Context: an optimization exercise on an open-source flow, tuned for small area, a short achievable clock period and few clock cycles per item. The choices shown serve that exercise and are no tape-out recipe. The RTL was checked by simulation tests, not by an equivalence proof against the original design.

Design argb_over_blend_unit, start of the top module:
module argb_over_blend_unit (
  input  logic                clk,
  input  logic                rst_n,
  input  logic                in_valid,
  output logic                in_stall,
  input  aob_pkg::pix_t       in_fg_argb,
  input  aob_pkg::pix_t       in_bg_argb,
  output logic                out_valid,
  input  logic                out_stall,
  output aob_pkg::pix_t       out_argb
);
  localparam int NV = 7;   
  logic          sv;       
  logic          sv_o;     
  logic          en;       
  logic          ov;       
  logic [NV-1:0] v;
  logic          load_out;
  logic          arrive;
  assign en       = !sv;
  assign in_stall = sv_o;
  function automatic logic [9:0] pp4(input logic [1:0] m, input logic [7:0] y, input logic [9:0] y3);
    case (m)
      2'd0: pp4 = 10'd0;
      2'd1: pp4 = {2'd0, y};
      2'd2: pp4 = {1'b0, y, 1'b0};
      default: pp4 = y3;
    endcase
  endfunction
  function automatic logic [31:0] csa(input logic [15:0] p, input logic [15:0] q, input logic [15:0] r);
    logic [15:0] sm, cy;
    sm = p ^ q ^ r;
    cy = (p & q) | (p & r) | (q & r);
  ...
Settings: LEC_CHECK=0, CAP_MARGIN=20, CORE_MARGIN=2, CORE_UTILIZATION=60, CTS_BUF_LIST=sky130_fd_sc_hd__clkbuf_16, CTS_CLUSTER_DIAMETER=100, CTS_CLUSTER_SIZE=20, SETUP_SLACK_MARGIN=2.9, SLEW_MARGIN=20; clock period 6.0 ns.
run.sh (not shown) runs the stock make flow with config.mk's settings and CLKGATE_MAP_FILE= SYNTH_SCRIPT=/design/flow/synth_recipe.tcl, a recipe that flattens the netlist after the stock synthesis.
The starting point passed the timing, design-rule and antenna checks.
Testbench counts at the start, summed over its fixed seeds: cycles 16,064, items 16,000.
Rerun with:
--- a/flow/config.mk
+++ b/flow/config.mk
@@ -11,3 +11,2 @@
-export CTS_BUF_LIST = sky130_fd_sc_hd__clkbuf_16
-export CTS_CLUSTER_DIAMETER = 100
-export CTS_CLUSTER_SIZE = 20
+export CTS_BUF_LIST = sky130_fd_sc_hd__clkbuf_8
+export PLACE_DENSITY = 0.72
First-iteration DRC count grows by 5.3%. Design area goes up by 1.5%. Routed wire length shrinks by 7.2%.
Rerun with:
--- a/flow/config.mk
+++ b/flow/config.mk
@@ -10 +10 @@
-export CORE_UTILIZATION = 60
+export CORE_UTILIZATION = 65
@@ -12 +11,0 @@
-export PLACE_DENSITY = 0.72
Result: The new run finished clean; flip-flop and latch count stays the same; register-to-register slack loses 60 ps; global-route usage grows by 4.6 points; setup slack loses 50 ps; routed wire length grows by roughly a tenth.
Rerun with:
--- a/flow/config.mk
+++ b/flow/config.mk
@@ -10 +10 @@
-export CORE_UTILIZATION = 65
+export CORE_UTILIZATION = 60
@@ -11,0 +12,2 @@
+export CTS_CLUSTER_DIAMETER = 80
+export CTS_CLUSTER_SIZE = 12
Cell count goes down slightly.
Design area goes down by a few percent.
Critical path depth stays the same.
Clock skew goes down by 26 ps.
Area after synthesis does not change.
Setup slack gains 15 ps.
Fmax goes up slightly.
First-iteration DRC count goes down by a few percent.
Hold slack gains 16 ps.
Rerun with:
--- a/flow/config.mk
+++ b/flow/config.mk
@@ -10,4 +10 @@
-export CORE_UTILIZATION = 60
-export CTS_BUF_LIST = sky130_fd_sc_hd__clkbuf_8
-export CTS_CLUSTER_DIAMETER = 80
-export CTS_CLUSTER_SIZE = 12
+export CORE_UTILIZATION = 70
What happened: Global-route usage went up by 6.9 points. Fmax went down by 4.9%. Final area went up by 2.9%. Sequential cell count does not change. Die area went down by 14%. Count of clock-buffer cells in the layout went up by 28.

* * *

run a:
The RTL this note starts from:
==> flow/design.v <==
package aob_pkg;
  localparam int CHAN_W = 8;               
  localparam int NUM_CHAN = 3;             
  localparam int PIX_W = 32;               
  localparam int NUM_W = 2 * CHAN_W;       
  localparam int QUO_BITS = CHAN_W;        
  localparam int PRE_STAGES = 4;           
  localparam int NUM_STAGES = PRE_STAGES + QUO_BITS;
  localparam logic [CHAN_W-1:0] ALPHA_OPAQUE = 8'hFF;
  localparam logic [CHAN_W-1:0] ALPHA_CLEAR = 8'h00;
  typedef logic [CHAN_W-1:0] chan_t;
  typedef logic [NUM_W-1:0] num_t;
  typedef logic [PIX_W-1:0] pix_t;
  typedef logic [NUM_CHAN-1:0][NUM_W-1:0] num_vec_t;
  typedef logic [NUM_CHAN-1:0][CHAN_W-1:0] quo_vec_t;
endpackage
module argb_over_blend_unit (
  input  logic                clk,
  input  logic                rst_n,
  input  logic                in_valid,
  output logic                in_stall,
  input  aob_pkg::pix_t       in_fg_argb,
  input  aob_pkg::pix_t       in_bg_argb,
  output logic                out_valid,
  input  logic                out_stall,
  output aob_pkg::pix_t       out_argb
);
  localparam int NV = 7;   
  logic          sv;       
  logic          sv_o;     
  logic          en;       
  logic          ov;       
  logic [NV-1:0] v;
  logic          load_out;
  logic          arrive;
  assign en       = !sv;
  assign in_stall = sv_o;
  function automatic logic [15:0] mul4(input logic [7:0] m, input logic [7:0] y, input logic [9:0] y3);
    logic [15:0] acc;
    logic [9:0]  row;
    acc = '0;
    for (int k = 0; k < 4; k++) begin
      case (m[2*k +: 2])
        2'd0: row = 10'd0;
        2'd1: row = {2'd0, y};
        2'd2: row = {1'b0, y, 1'b0};
        default: row = y3;
      endcase
      acc = acc + ({6'd0, row} << (2*k));
    end
    mul4 = acc;
  endfunction
  function automatic logic [15:0] div1(input logic [15:0] n, input logic [7:0] d);
    logic [8:0] w, df;
    w  = {n[15:8], n[7]};
    df = w - {1'b0, d};
    if (!df[8]) div1 = {df[7:0], n[6:0], 1'b1};
    else        div1 = {w[7:0],  n[6:0], 1'b0};
  endfunction
  function automatic logic [15:0] div2(input logic [15:0] n, input logic [7:0] d, input logic [9:0] d3);
    logic [9:0]  w;
    logic [10:0] t1, t2, t3;
    w  = {n[15:8], n[7:6]};
    t1 = {1'b0, w} - {3'd0, d};
    t2 = {1'b0, w} - {2'd0, d, 1'b0};
    t3 = {1'b0, w} - {1'b0, d3};
    if (!t3[10])      div2 = {t3[7:0], n[5:0], 2'd3};
    else if (!t2[10]) div2 = {t2[7:0], n[5:0], 2'd2};
    else if (!t1[10]) div2 = {t1[7:0], n[5:0], 2'd1};
    else              div2 = {w[7:0],  n[5:0], 2'd0};
  endfunction
  logic [7:0]  r0_a, r0_ba;
  logic [9:0]  r0_a3, r0_ba3;
  logic [23:0] r0_dd, r0_b;
  logic [2:0]  r0_neg;
  logic        r0_z;
  logic [15:0] r1_x;
  logic [7:0]  r1_a;
  logic [47:0] r1_p;
  logic [23:0] r1_b;
  logic [2:0]  r1_neg;
  logic        r1_z;
  logic [47:0] r2_n, r3_n, r4_n, r5_n, r6_n;
  logic [7:0]  r2_d, r3_d, r4_d, r5_d, r6_d;
  logic [9:0]  r3_d3, r4_d3, r5_d3;
  logic [23:0] r2_b, r3_b, r4_b, r5_b, r6_b;
  logic [2:0]  r2_neg, r3_neg, r4_neg, r5_neg, r6_neg;
  logic        r2_z, r3_z, r4_z, r5_z, r6_z;
  logic [31:0] out_r, skid_r, res;
  logic [7:0]  in_a, in_ba;
  logic [23:0] dd_nxt;
  logic [2:0]  neg_nxt;
  assign in_a  = in_fg_argb[31:24];
  assign in_ba = in_bg_argb[31:24];
  for (genvar c = 0; c < 3; c++) begin : g_d
    logic [7:0] f, b;
    logic [8:0] fb, bf;
    assign f  = in_fg_argb[c*8 +: 8];
    assign b  = in_bg_argb[c*8 +: 8];
    assign fb = {1'b0, f} - {1'b0, b};
    assign bf = {1'b0, b} - {1'b0, f};
    assign neg_nxt[c]      = fb[8];
    assign dd_nxt[c*8 +: 8] = fb[8] ? bf[7:0] : fb[7:0];
  end
  logic [15:0] x_nxt;
  logic [47:0] p_nxt;
  assign x_nxt = mul4(~r0_a, r0_ba, r0_ba3);
  for (genvar c = 0; c < 3; c++) begin : g_p
    assign p_nxt[c*16 +: 16] = mul4(r0_dd[c*8 +: 8], r0_a, r0_a3);
  end
  logic [23:0] y_nxt;
  logic [7:0]  d_nxt;
  assign y_nxt = {r1_a, 16'd0} + {8'd0, r1_x} + {r1_x, 8'd0} + 24'd256;
  assign d_nxt = y_nxt[23:16] | {7'd0, r1_z};
  logic [47:0] n3_nxt, n4_nxt, n5_nxt, n6_nxt;
  for (genvar c = 0; c < 3; c++) begin : g_dv
    assign n3_nxt[c*16 +: 16] = div1(r2_n[c*16 +: 16], r2_d);
    assign n4_nxt[c*16 +: 16] = div2(r3_n[c*16 +: 16], r3_d, r3_d3);
    assign n5_nxt[c*16 +: 16] = div2(r4_n[c*16 +: 16], r4_d, r4_d3);
    assign n6_nxt[c*16 +: 16] = div2(r5_n[c*16 +: 16], r5_d, r5_d3);
  end
  for (genvar c = 0; c < 3; c++) begin : g_out
    logic [15:0] n;
    logic [8:0]  w, df;
    logic [7:0]  b, q1, q0;
    logic        ng, tk, cin1, cin0;
    logic [7:0]  c1, c0;
    assign n    = r6_n[c*16 +: 16];
    assign b    = r6_b[c*8 +: 8];
    assign ng   = r6_neg[c];
    assign w    = {n[15:8], n[7]};
    assign df   = w - {1'b0, r6_d};
    assign tk   = !df[8];
    assign q1   = {n[6:0], 1'b1} ^ {8{ng}};
    assign q0   = {n[6:0], 1'b0} ^ {8{ng}};
    assign cin1 = ng && (w == {1'b0, r6_d});
    assign cin0 = ng && (w == 9'd0);
    assign c1   = b + q1 + {7'd0, cin1};
    assign c0   = b + q0 + {7'd0, cin0};
    assign res[c*8 +: 8] = tk ? c1 : c0;
  end
  assign res[31:24] = {r6_d[7:1], r6_d[0] & !r6_z};
  assign load_out = !ov || !out_stall;
  assign arrive   = v[NV-1] && en;
  always_ff @(posedge clk) begin
    if (!rst_n) begin
      v    <= '0;
      ov   <= 1'b0;
      sv   <= 1'b0;
      sv_o <= 1'b0;
    end else begin
      if (en) v <= {v[NV-2:0], in_valid};
      if (load_out) ov <= sv || arrive;
      sv   <= !load_out && (sv || arrive);
      sv_o <= !load_out && (sv || arrive);
    end
  end
  always_ff @(posedge clk) begin
    if (en) begin
      r0_a   <= in_a;
      r0_ba  <= in_ba;
      r0_a3  <= {2'd0, in_a} + {1'b0, in_a, 1'b0};
      r0_ba3 <= {2'd0, in_ba} + {1'b0, in_ba, 1'b0};
      r0_dd  <= dd_nxt;
      r0_neg <= neg_nxt;
      r0_b   <= in_bg_argb[23:0];
      r0_z   <= (in_a == 8'd0) && (in_ba == 8'd0);
      r1_x   <= x_nxt;
      r1_a   <= r0_a;
      r1_p   <= p_nxt;
      r1_b   <= r0_b;
      r1_neg <= r0_neg;
      r1_z   <= r0_z;
      r2_n <= r1_p;  r2_d <= d_nxt; r2_b <= r1_b; r2_neg <= r1_neg; r2_z <= r1_z;
      r3_n <= n3_nxt; r3_d <= r2_d; r3_b <= r2_b; r3_neg <= r2_neg; r3_z <= r2_z;
      r3_d3 <= {2'd0, r2_d} + {1'b0, r2_d, 1'b0};
      r4_n <= n4_nxt; r4_d <= r3_d; r4_d3 <= r3_d3; r4_b <= r3_b; r4_neg <= r3_neg; r4_z <= r3_z;
      r5_n <= n5_nxt; r5_d <= r4_d; r5_d3 <= r4_d3; r5_b <= r4_b; r5_neg <= r4_neg; r5_z <= r4_z;
      r6_n <= n6_nxt; r6_d <= r5_d; r6_b <= r5_b; r6_neg <= r5_neg; r6_z <= r5_z;
      skid_r <= res;
    end
    if (load_out) out_r <= sv ? skid_r : res;
  end
  assign out_valid = ov;
  assign out_argb  = out_r;
endmodule
make LEC_CHECK=0 CAP_MARGIN=20 CORE_MARGIN=2 CORE_UTILIZATION=40 SETUP_SLACK_MARGIN=3.0 SLEW_MARGIN=20 finish   # period 6.0 ns
Testbench counts of run a, summed over its fixed seeds: cycles 16,064, items 16,000.
Inputs modified between run a and run b:
- a change of SETUP_SLACK_MARGIN from 3.0 to 2.5
Results
- Design area: higher on run a
- Looking at number of fillers in the final layout, run b sits above run a.
- Relative to run a, sequential share of layout area has increased by 1.7 points in run b.
- Against run a, run b comes in 4.7% lower on routed wire length.
- Minimum setup slack after placement: run b > run a
- Of run a and run b, run b shows the lower buffers inserted during post-CTS setup optimization, with run a above it.
- Across both runs, largest net degree at the start of global routing was higher for run b than for run a.
- The layout net count of run b is lower than that of run a.
- Die area came out exactly the same in run a and run b.

-- what the ideal ports hide --
No port has a modelled driver above. Below, the same layouts with a new extraction and two added sets of constraints. Step 1 sets driving cells, clkbuf_16 on the clock port and buf_2 on the other inputs (assumed; they add their load-dependent delay and slew). Step 2 also shifts input and output timing later by t, the mid clock arrival at the registers, as if the neighbouring blocks saw the same clock. Three values: no drivers, after step 1, after step 2; two values: the first two.
| run | t, ns | setup WS [ns] | worst hold slack (ns) | worst setup path after step 2 | clock arrival spread, ns |
|---|---|---|---|---|---|
| the first run of note 1 | 0.670 | 2.843 / 2.843 / 2.286 | 0.408 / 0.408 / 0.408 | input to register | 0.040 / 0.040 |
| the second run of note 1 | 0.794 | 2.954 / 2.959 / 2.165 | 0.382 / 0.382 / 0.382 | input to register | 0.093 / 0.093 |
| the third run of note 1 | 0.804 | 2.904 / 2.904 / 2.201 | 0.369 / 0.369 / 0.369 | input to register | 0.089 / 0.089 |
| the fourth run of note 1 | 0.742 | 2.919 / 2.945 / 2.219 | 0.385 / 0.385 / 0.385 | input to register | 0.068 / 0.068 |
| the fifth run of note 1 | 0.694 | 2.760 / 2.760 / 2.209 | 0.406 / 0.406 / 0.406 | input to register | 0.030 / 0.030 |
| run a | 0.716 | 2.052 / 2.052 / 2.052 | 0.401 / 0.401 / 0.401 | register to register | 0.045 / 0.045 |
| run b | 0.719 | 2.023 / 2.023 / 1.965 | 0.404 / 0.404 / 0.404 | input to register | 0.025 / 0.024 |
After both steps every run listed still meets setup and hold. For the second run of note 1, which loses most, drivers alone change the setup slack by +0.005 ns; drivers and shift together by -0.789 ns.
